Background: an optimization exercise with open tools, aiming at small area, a short achievable clock period and few clock cycles per item. Do not read the settings as production practice. In this exercise RTL edits were held to simulation tests only and were not proved equivalent to the original. Power figures rest on the tool's default switching activity, not on a simulated workload.

<file path="design/flow/run.sh">
#!/bin/bash
# synth_recipe.tcl (not shown) runs the flow's synth.tcl, then flattens the netlist and writes it again
# the make line also repeats each setting of config.mk as NAME=value (left out here)
make -C /OpenROAD-flow-scripts/flow DESIGN_CONFIG=/design/flow/config.mk WORK_HOME=/design/flow/orfs CLKGATE_MAP_FILE= SYNTH_SCRIPT=/design/flow/synth_recipe.tcl finish
</file>
<file path="design/flow/config.mk">
export PLATFORM = sky130hd
export DESIGN_NAME = distance_vector_route_update_unit
export DESIGN_NICKNAME = distance_vector_route_update_unit
export VERILOG_FILES = /design/flow/design.v
export SDC_FILE = /design/flow/constraint.sdc
export NUM_CORES = 4
export LEC_CHECK = 0
export CAP_MARGIN = 20
export CORE_MARGIN = 2
export CORE_UTILIZATION = 40
export SLEW_MARGIN = 20
export SYNTH_MEMORY_MAX_BITS = 16384
</file>
<file path="design/flow/constraint.sdc">
create_clock -name core_clock -period 8.0 [get_ports {clk_i}]
set_input_delay 1.6000 -clock core_clock [delete_from_list [all_inputs] [get_ports {clk_i}]]
set_output_delay 1.6000 -clock core_clock [all_outputs]
set_load 0.01 [all_outputs]
</file>
<file path="design/flow/design.v">
`default_nettype none
package dvru_pkg;
  localparam int unsigned ADDR_W      = 32;
  localparam int unsigned COST_W      = 5;
  localparam int unsigned PLUS_W      = COST_W + 1;
  localparam int unsigned SLOT_W      = 6;
  localparam int unsigned ACTION_W    = 3;
  localparam int unsigned CFG_IDX_W   = 3;
  localparam int unsigned IFCNT_W     = 3;
  localparam int unsigned RES_W       = SLOT_W + ACTION_W + COST_W + 2 * ADDR_W;
  localparam logic [COST_W-1:0]  COST_INF    = 5'd16;
  localparam logic [COST_W-1:0]  COST_ONE    = 5'd1;
  localparam logic [IFCNT_W-1:0] MAX_IFACES  = 3'd4;
  localparam logic [ACTION_W-1:0] ACT_INSERTED  = 3'd0;
  localparam logic [ACTION_W-1:0] ACT_IMPROVED  = 3'd1;
  localparam logic [ACTION_W-1:0] ACT_UNCHANGED = 3'd2;
  localparam logic [ACTION_W-1:0] ACT_OWN       = 3'd3;
  localparam logic [ACTION_W-1:0] ACT_FULL      = 3'd4;
endpackage
`default_nettype wire
`default_nettype none
import dvru_pkg::*;
module dvru_queue #(
  parameter int unsigned Width = 8,
  parameter int unsigned Depth = 4
) (
  input  wire logic             clk_i,
  input  wire logic             rst_ni,
  input  wire logic             acc_i,
  output logic                  full_o,
  input  wire logic             push_i,
  input  wire logic [Width-1:0] data_i,
  input  wire logic             pop_i,
  output logic [Width-1:0]      data_o,
  output logic                  empty_o
);
  localparam int unsigned PtrW = $clog2(Depth);
  localparam int unsigned CntW = $clog2(Depth + 1);
  logic [Width-1:0] store_q [0:Depth-1];
  logic [PtrW-1:0]  wr_ptr_q, rd_ptr_q;
  logic [CntW-1:0]  out_q, cnt_q;
  logic             do_pop;
  assign do_pop = pop_i && !empty_o;
  assign data_o = store_q[rd_ptr_q];
  logic [CntW-1:0] out_d, cnt_d;
  always_comb begin
    out_d = out_q;
    if (acc_i && !do_pop) out_d = out_q + 1'b1;
    if (!acc_i && do_pop) out_d = out_q - 1'b1;
    cnt_d = cnt_q;
    if (push_i && !do_pop) cnt_d = cnt_q + 1'b1;
    if (!push_i && do_pop) cnt_d = cnt_q - 1'b1;
  end
  always_ff @(posedge clk_i or negedge rst_ni) begin
    if (!rst_ni) begin
      wr_ptr_q <= '0;
      rd_ptr_q <= '0;
      out_q    <= '0;
      cnt_q    <= '0;
      full_o   <= 1'b0;
      empty_o  <= 1'b1;
    end else begin
      if (push_i) wr_ptr_q <= wr_ptr_q + 1'b1;
      if (do_pop) rd_ptr_q <= rd_ptr_q + 1'b1;
      out_q   <= out_d;
      cnt_q   <= cnt_d;
      full_o  <= (out_d == CntW'(Depth));
      empty_o <= (cnt_d == '0);
    end
  end
  always_ff @(posedge clk_i) begin
    if (push_i) begin
      store_q[wr_ptr_q] <= data_i;
    end
  end
endmodule
`default_nettype wire
`default_nettype none
import dvru_pkg::*;
module dvru_front (
  input  wire logic                             clk_i,
  input  wire logic                             rst_ni,
  input  wire logic                             cfg_we_i,
  input  wire logic [dvru_pkg::CFG_IDX_W-1:0]   cfg_idx_i,
  input  wire logic [dvru_pkg::ADDR_W-1:0]      cfg_data_i,
  input  wire logic                             acc_i,
  input  wire logic [dvru_pkg::ADDR_W-1:0]      dest_addr_i,
  input  wire logic [dvru_pkg::COST_W-1:0]      adv_cost_i,
  input  wire logic [dvru_pkg::ADDR_W-1:0]      sender_addr_i,
  input  wire logic [dvru_pkg::ADDR_W-1:0]      recv_iface_addr_i,
  output logic                                  v_o,
  output logic [dvru_pkg::ADDR_W-1:0]           dest_o,
  output logic [dvru_pkg::COST_W-1:0]           cost_o,
  output logic [dvru_pkg::ADDR_W-1:0]           snd_o,
  output logic [dvru_pkg::ADDR_W-1:0]           rcv_o,
  output logic                                  own_o
);
  logic [ADDR_W-1:0]    addr_a_q, addr_b_q, addr_c_q, addr_d_q;
  logic [IFCNT_W-1:0]   if_count_q;
  logic                 cfg_we_q;
  logic [CFG_IDX_W-1:0] cfg_idx_q;
  logic [ADDR_W-1:0]    cfg_data_q;
  always_ff @(posedge clk_i or negedge rst_ni) begin
    if (!rst_ni) begin
      v_o      <= 1'b0;
      cfg_we_q <= 1'b0;
    end else begin
      v_o      <= acc_i;
      cfg_we_q <= cfg_we_i;
    end
  end
  always_ff @(posedge clk_i) begin
    dest_o     <= dest_addr_i;
    cost_o     <= adv_cost_i;
    snd_o      <= sender_addr_i;
    rcv_o      <= recv_iface_addr_i;
    cfg_idx_q  <= cfg_idx_i;
    cfg_data_q <= cfg_data_i;
  end
  always_ff @(posedge clk_i or negedge rst_ni) begin
    if (!rst_ni) begin
      addr_a_q   <= '0;
      addr_b_q   <= '0;
      addr_c_q   <= '0;
      addr_d_q   <= '0;
      if_count_q <= '0;
    end else if (cfg_we_q) begin
      case (cfg_idx_q)
        3'd0: addr_a_q   <= cfg_data_q;
        3'd1: addr_b_q   <= cfg_data_q;
        3'd2: addr_c_q   <= cfg_data_q;
        3'd3: addr_d_q   <= cfg_data_q;
        3'd4: if_count_q <= cfg_data_q[IFCNT_W-1:0];
        default: ;
      endcase
    end
  end
  assign own_o = ((if_count_q != 3'd0)                  && (dest_o == addr_a_q))
              || ((if_count_q[2] || if_count_q[1])      && (dest_o == addr_b_q))
              || ((if_count_q[2] || (&if_count_q[1:0])) && (dest_o == addr_c_q))
              || ( if_count_q[2]                        && (dest_o == addr_d_q));
endmodule
`default_nettype wire
`default_nettype none
import dvru_pkg::*;
module dvru_back #(
  parameter int unsigned TABLE_DEPTH = 64
) (
  input  wire logic                        clk_i,
  input  wire logic                        rst_ni,
  input  wire logic                        v_i,
  input  wire logic [dvru_pkg::ADDR_W-1:0] dest_i,
  input  wire logic [dvru_pkg::COST_W-1:0] cost_i,
  input  wire logic [dvru_pkg::ADDR_W-1:0] snd_i,
  input  wire logic [dvru_pkg::ADDR_W-1:0] rcv_i,
  input  wire logic                        own_i,
  output logic                             res_v_o,
  output logic [dvru_pkg::RES_W-1:0]       res_o
);
  localparam int unsigned N  = TABLE_DEPTH;
  localparam int unsigned AW = ADDR_W;
  localparam int unsigned CW = COST_W;
  logic [N*AW-1:0] t_dest, t_hop, t_iface;
  logic [N*CW-1:0] t_cost;
  logic [6:0]      used_q;
  logic            s2_v, s2_own, s2_sde;
  logic [N-1:0]    s2_hit;
  logic [AW-1:0]   s2_dest, s2_snd, s2_rcv;
  logic [CW-1:0]   s2_cost;
  logic [N-1:0] filled, free_oh;
  always_comb begin
    for (int i = 0; i < N; i++) begin
      filled[i]  = (used_q > 7'(i));
      free_oh[i] = (used_q == 7'(i));
    end
  end
  logic          hit_any, better, tbl_full, ins, imp;
  logic [CW-1:0] rd_cost, capped, ins_cost, wcost;
  logic [AW-1:0] rd_hop, rd_iface;
  logic [5:0]    hit_slot;
  logic [PLUS_W-1:0] plus_one;
  always_comb begin
    rd_cost  = '0;
    rd_hop   = '0;
    rd_iface = '0;
    hit_slot = '0;
    for (int i = 0; i < N; i++) begin
      rd_cost  = rd_cost  | (t_cost [i*CW +: CW] & {CW{s2_hit[i]}});
      rd_hop   = rd_hop   | (t_hop  [i*AW +: AW] & {AW{s2_hit[i]}});
      rd_iface = rd_iface | (t_iface[i*AW +: AW] & {AW{s2_hit[i]}});
      hit_slot = hit_slot | (6'(i) & {6{s2_hit[i]}});
    end
  end
  assign hit_any  = |s2_hit;
  assign plus_one = {1'b0, s2_cost} + PLUS_W'(1);
  assign capped   = (plus_one > {1'b0, COST_INF}) ? COST_INF : plus_one[CW-1:0];
  assign ins_cost = s2_sde ? COST_ONE : capped;
  assign better   = ({1'b0, rd_cost} > plus_one);
  assign tbl_full = used_q[6];
  assign imp      = s2_v && !s2_own && hit_any && better;
  assign ins      = s2_v && !s2_own && !hit_any && !tbl_full;
  assign wcost    = (s2_sde && !hit_any) ? COST_ONE : capped;
  always_ff @(posedge clk_i) begin
    for (int i = 0; i < N; i++) begin
      if ((imp && s2_hit[i]) || (ins && free_oh[i])) begin
        t_cost[i*CW +: CW] <= wcost;
        t_hop [i*AW +: AW] <= s2_snd;
      end
      if (ins && free_oh[i]) begin
        t_dest [i*AW +: AW] <= s2_dest;
        t_iface[i*AW +: AW] <= s2_rcv;
      end
    end
  end
  always_ff @(posedge clk_i or negedge rst_ni) begin
    if (!rst_ni) begin
      used_q <= '0;
    end else if (ins) begin
      used_q <= used_q + 7'd1;
    end
  end
  always_comb begin
    if (s2_own) begin
      res_o = {6'd0, ACT_OWN, 5'd0, s2_dest, s2_dest};
    end else if (hit_any) begin
      if (better) res_o = {hit_slot, ACT_IMPROVED, capped, s2_snd, rd_iface};
      else        res_o = {hit_slot, ACT_UNCHANGED, rd_cost, rd_hop, rd_iface};
    end else if (tbl_full) begin
      res_o = {6'd0, ACT_FULL, COST_INF, 32'd0, 32'd0};
    end else begin
      res_o = {used_q[5:0], ACT_INSERTED, ins_cost, s2_snd, s2_rcv};
    end
  end
  assign res_v_o = s2_v;
  logic         match_prev;
  logic [N-1:0] hit_d;
  assign match_prev = (dest_i == s2_dest);
  always_comb begin
    for (int i = 0; i < N; i++) begin
      hit_d[i] = (filled[i] && (t_dest[i*AW +: AW] == dest_i))
              || (match_prev && ins && free_oh[i]);
    end
  end
  always_ff @(posedge clk_i or negedge rst_ni) begin
    if (!rst_ni) begin
      s2_v <= 1'b0;
    end else begin
      s2_v <= v_i;
    end
  end
  always_ff @(posedge clk_i) begin
    s2_hit  <= hit_d;
    s2_own  <= own_i;
    s2_sde  <= (snd_i == dest_i);
    s2_dest <= dest_i;
    s2_snd  <= snd_i;
    s2_rcv  <= rcv_i;
    s2_cost <= cost_i;
  end
endmodule
`default_nettype wire
`default_nettype none
import dvru_pkg::*;
module distance_vector_route_update_unit #(
  parameter int unsigned TABLE_DEPTH = 64
) (
  input  wire logic                             clk_i,
  input  wire logic                             rst_ni,
  input  wire logic                             cfg_we_i,
  input  wire logic [dvru_pkg::CFG_IDX_W-1:0]   cfg_idx_i,
  input  wire logic [dvru_pkg::ADDR_W-1:0]      cfg_data_i,
  input  wire logic                             push,
  output logic                                  full,
  input  wire logic [dvru_pkg::ADDR_W-1:0]      dest_addr_i,
  input  wire logic [dvru_pkg::COST_W-1:0]      adv_cost_i,
  input  wire logic [dvru_pkg::ADDR_W-1:0]      sender_addr_i,
  input  wire logic [dvru_pkg::ADDR_W-1:0]      recv_iface_addr_i,
  output logic                                  empty,
  input  wire logic                             pop,
  output logic [dvru_pkg::SLOT_W-1:0]           entry_slot_o,
  output logic [dvru_pkg::ACTION_W-1:0]         action_o,
  output logic [dvru_pkg::COST_W-1:0]           entry_cost_o,
  output logic [dvru_pkg::ADDR_W-1:0]           entry_next_hop_o,
  output logic [dvru_pkg::ADDR_W-1:0]           entry_out_iface_o
);
  logic                acc, s1_v, s1_own, res_v;
  logic [ADDR_W-1:0]   s1_dest, s1_snd, s1_rcv;
  logic [COST_W-1:0]   s1_cost;
  logic [RES_W-1:0]    res, out_res;
  assign acc = push && !full;
  dvru_front u_front (
    .clk_i             (clk_i),
    .rst_ni            (rst_ni),
    .cfg_we_i          (cfg_we_i),
    .cfg_idx_i         (cfg_idx_i),
    .cfg_data_i        (cfg_data_i),
    .acc_i             (acc),
    .dest_addr_i       (dest_addr_i),
    .adv_cost_i        (adv_cost_i),
    .sender_addr_i     (sender_addr_i),
    .recv_iface_addr_i (recv_iface_addr_i),
    .v_o               (s1_v),
    .dest_o            (s1_dest),
    .cost_o            (s1_cost),
    .snd_o             (s1_snd),
    .rcv_o             (s1_rcv),
    .own_o             (s1_own)
  );
  dvru_back #(
    .TABLE_DEPTH (TABLE_DEPTH)
  ) u_back (
    .clk_i   (clk_i),
    .rst_ni  (rst_ni),
    .v_i     (s1_v),
    .dest_i  (s1_dest),
    .cost_i  (s1_cost),
    .snd_i   (s1_snd),
    .rcv_i   (s1_rcv),
    .own_i   (s1_own),
    .res_v_o (res_v),
    .res_o   (res)
  );
  dvru_queue #(
    .Width (RES_W),
    .Depth (4)
  ) u_res_queue (
    .clk_i   (clk_i),
    .rst_ni  (rst_ni),
    .acc_i   (acc),
    .full_o  (full),
    .push_i  (res_v),
    .data_i  (res),
    .pop_i   (pop),
    .data_o  (out_res),
    .empty_o (empty)
  );
  assign {entry_slot_o, action_o, entry_cost_o, entry_next_hop_o, entry_out_iface_o} = out_res;
endmodule
`default_nettype wire
</file>
==> run notes <==
-- cell usage after synthesis (61+ instances only) --
cell,n
buf_1,205
nor3_1,80
a22oi_1,532
nand3_1,130
a21oi_1,61
edfxtp_1,6776
mux2_2,132
a22o_1,811
nand4_1,656
dfrtp_1,152
mux4_2,78
dfxtp_1,303
a221oi_1,807
xnor2_1,1299
nor4_1,371
nor2_1,105
a21o_1,73
nand2_1,96
clkbuf_1,657
xor2_1,957
-- per-stage QoR --
step | hold slack, ps | TNS [ps] | setup WS (ps) | instance area (um^2) | util, %
global route | 284 | 0 | 1310 | 311000 | 46.2
floorplan | 310 | -10670 | -96.2 | 270000 | -
global placement | 315 | 0 | 1400 | 288000 | 42.8
detailed placement | 312 | 0 | 1550 | 288000 | 42.8
finish | 232 | 0 | 1000 | 311000 | 46.2
CTS | 272 | 0 | 1490 | 310000 | 46.1
-- report_power, final --
part	total (mW)	internal (mW)	switching, mW
clock network	33.1	18.1	14.9
logic	6.51	1.99	4.52
registers	44.0	43.0	0.982
-- cells by family (layout without fill, tap and decap cells) --
family                     count (synthesis)  count (layout)  synth area share [%]
xor gates and xnor gates                2256            2256                  7.31
DFF                                     7232            7232                  78.9
AOI/OAI and AO/OA                       2521            2521                  7.78
muxes                                    211             211                  1.20
adders and majority gates                 21              21                0.0954
buffers and inverters                    919            2240                  1.29
other                                      0              80                     0
and+or+nand+nor                         1571            1571                  3.38
-- worst max path at each step --
stage,depth (start not counted),endpoint,from
finish,15,u_back.t_hop[52],u_back.s2_hit[63]
global route,15,u_back.t_hop[52],u_back.s2_hit[63]
CTS,13,u_back.t_hop[865],u_back.s2_hit[42]
detailed placement,13,u_back.t_hop[869],u_back.s2_hit[16]
global placement,14,u_back.t_hop[884],u_back.s2_hit[63]
floorplan,9,u_back.t_cost[30],u_back.s2_hit[2]
-- state kept, by name, summed over array words and instances, names as in the netlist, 64 cells and up --
register             cells
u_back.t_cost          320
u_back.s2_hit           64
u_back.t_iface        2048
u_res_queue.store_q    312
u_back.t_hop          2048
u_back.t_dest         2048
-- worst reg2reg max path, stage by stage, from the launching register on --
cell,delay (ps)
dfxtp_4,350
buf_12,160
buf_16,320
a22o_1,640
a221oi_1,400
nand4_1,230
or4_1,730
ha_1,380
nand3_1,100
o21bai_1,180
a21oi_1,330
o21ai_2,320
nor2_4,730
buf_4,490
a21o_4,560
buf_4,560
-- layout make-up --
cell class                      count  area (um^2)  area share [%]
Clock inverter                    381         3430            1.11
Clock buffer                      925        19100            6.13
Timing Repair Buffer              887         7990            2.57
Antenna cell                       80          200          0.0644
Sequential cell                  7232       214000            68.9
Inverter                           47          176          0.0568
Tap cell                         8938        11200            3.60
Multi-Input combinational cell   6580        54700            17.6
-- layer usage --
metal	wire length (um)	GRT usage, %
met1	392000	41.8
met2	498000	48.3
met3	198000	13.5
met4	73300	16.7
met5	832	0.322
==> out/results.tsv <==
stage	metric	value	unit
timing	min_period_over_period	87.5	%
clock_network	clock_path_buffers	4	
detailed_routing	drtIter0Drc	38415	
detailed_routing	post_drt_wl_per_cell	46.3	um
critical_path	critical_path_class	flop to flop	
yosys	syn_area_per_cell	18.3	um^2
timing	finClkSkew	143	ps
critical_path	cpMostUsedCell	buf_4	
clock_network	post_cts_resize_count	0	
critical_path	rrSetupSlack	1000	ps
yosys	synth_area	270000	um^2
grt	grt_pass1_wl	1500000	um
timing	relSlewSlack	4.84	%
timing	worstMarginPinSlew	1430	ps
placement	dp_cells	23667	
critical_path	crit_slowest_cell	or4_1	
critical_path	crit_buf_inv	4	
clock_network	cts_buffers	707	
yosys	yosysUniqueCellTypes	69	
yosys	synth_edf_count	6776	
detailed_routing	totalWireLength	1160000	um
placement	io_buffers	220	
yosys	synth-main-ff-cell	edfxtp_1	
critical_path	max_stage_delay	720	ps
placement	place_hpwl	659000	um
yosys	yosys.area.top_type	edfxtp_1	
critical_path	crit_family	compound AO/OA/AOI/OAI gates	
critical_path	rr_startpoint	u_back.s2_hit[63]	
yosys	synth_async_sr_flop_share	2.12	%
final_layout	syn_to_final_growth	15.0	%
yosys	netlist.area_leader.share	75.3	%
timing	rsz0062_at_grt	false	
detailed_routing	dr.pass1.iters	9	
final_layout	fill_cells	56690	
clock_network	clkLatencyLatePin	1280	ps
die	coreArea	673000	um^2
die	die_area	682000	um^2
final_layout	most-common-layout-cells	edfxtp_1 (6776), xnor2_1 (1299), xor2_1 (957)	
min_path	hp-class	flop to flop	
power	vdd_drop_max	0.290	mV
detailed_routing	routed_via_density	6.79	
final_layout	nets	15615	
yosys	yosys-top-cells-area	edfxtp_1 (75%), xnor2_1 (4.2%), xor2_1 (3.1%), a22o_1 (2.6%), a221oi_1 (2.6%)	
grt	overflow	0	
critical_path	crit_chain	buf_12 > buf_16 > a22o_1 > a221oi_1 > nand4_1 > or4_1 > ha_1 > nand3_1 > o21bai_1 > a21oi_1 > o21ai_2 > nor2_4 > buf_4 > a21o_4 > buf_4	
yosys	syn_inst	14731	
clock_network	clock-sinks	7232	
min_path	hold_depth	0	
clock_network	clockRootBuffer	clkbuf_16	
final_layout	layout_commonest_cell	edfxtp_1	
power	leakagePower	97.6	nW
timing	max_freq	143	MHz
timing	fin_crit	7000	ps
status	status	finished clean	
critical_path	cp-end-kind	flop	
critical_path	arrival	7830	ps
grt	grt_max_degree	126	
detailed_routing	drt.antenna.violating_nets	0	
clock_network	cts_setup_buffers	0	
critical_path	crit_path_start_kind	flop	
die	die_w	826	um
grt	antenna_found_initial	139	
timing	slew_viol_final	0	
flow_run	drv_cap	0	
critical_path	required	8830	ps
grt	grt_pass1_vias	154051	
min_path	min_to	u_back.s2_rcv[5]	
critical_path	r2r-end	u_back.t_hop[52]	
die	std_cell_rows	301	
critical_path	cp_max_fo	53	
clock_network	cts.clk_slew.worst_paths	60	ps
power	power_density	269	nW/um^2
critical_path	reg2reg_depth	15	
final_layout	drive_gt1_share	14.1	%
yosys	ys_warn_count	3	
clock_network	cts_tree	built	
timing	setup_viol	0	
min_path	hp-start	u_front.rcv_o[5]	
clock_network	ctsHoldBuffers	0	
timing	hold_violations	0	
die	io_pins	221	
grt	gr-usage-all-layers	32.8	%
yosys	ys_ff_latch	7232	
placement	routabilityCongestion	0.933	
yosys	ys_seq_area_share	78.9	%
yosys	synthesis.nets	14891	
clock_network	cts_max_level	6	
detailed_routing	drc	0	
final_layout	fin_cells	25070	
detailed_routing	num_vias	170338	
power	power	83.6	mW
die	start_util	40.2	%
die	die-height	826	um
Testbench counts, summed over its fixed seeds: cycles 3,224, items 3,200.

afterwards: timing with drivers on the ports:
In the flow no input, the clock included, has a driving cell. The finished layout below was timed again as built, in two steps. Step 1: set_driving_cell puts a clkbuf_16 on clk_i and a buf_2 on each other input, an assumption about the parent block. Step 2, shift: input delay + t, output delay - t, t = (earliest + latest rising clock arrival at the registers) / 2. This alone moves slack from input paths to output paths. Three values: ideal, step 1, step 2; two values: the first two.
shift t [ns]: 1.311
slack for setup (ns): 1.002 / 1.002 / 1.002
worst setup path at the end: register to register
slew at the worst register clock pin (ns): 0.07 / 0.07
cell pins on the clock port's net: 1
After both steps this run still meets setup and hold. For this run, drivers alone change the setup slack by 0.000 ns; drivers and shift together by 0.000 ns.
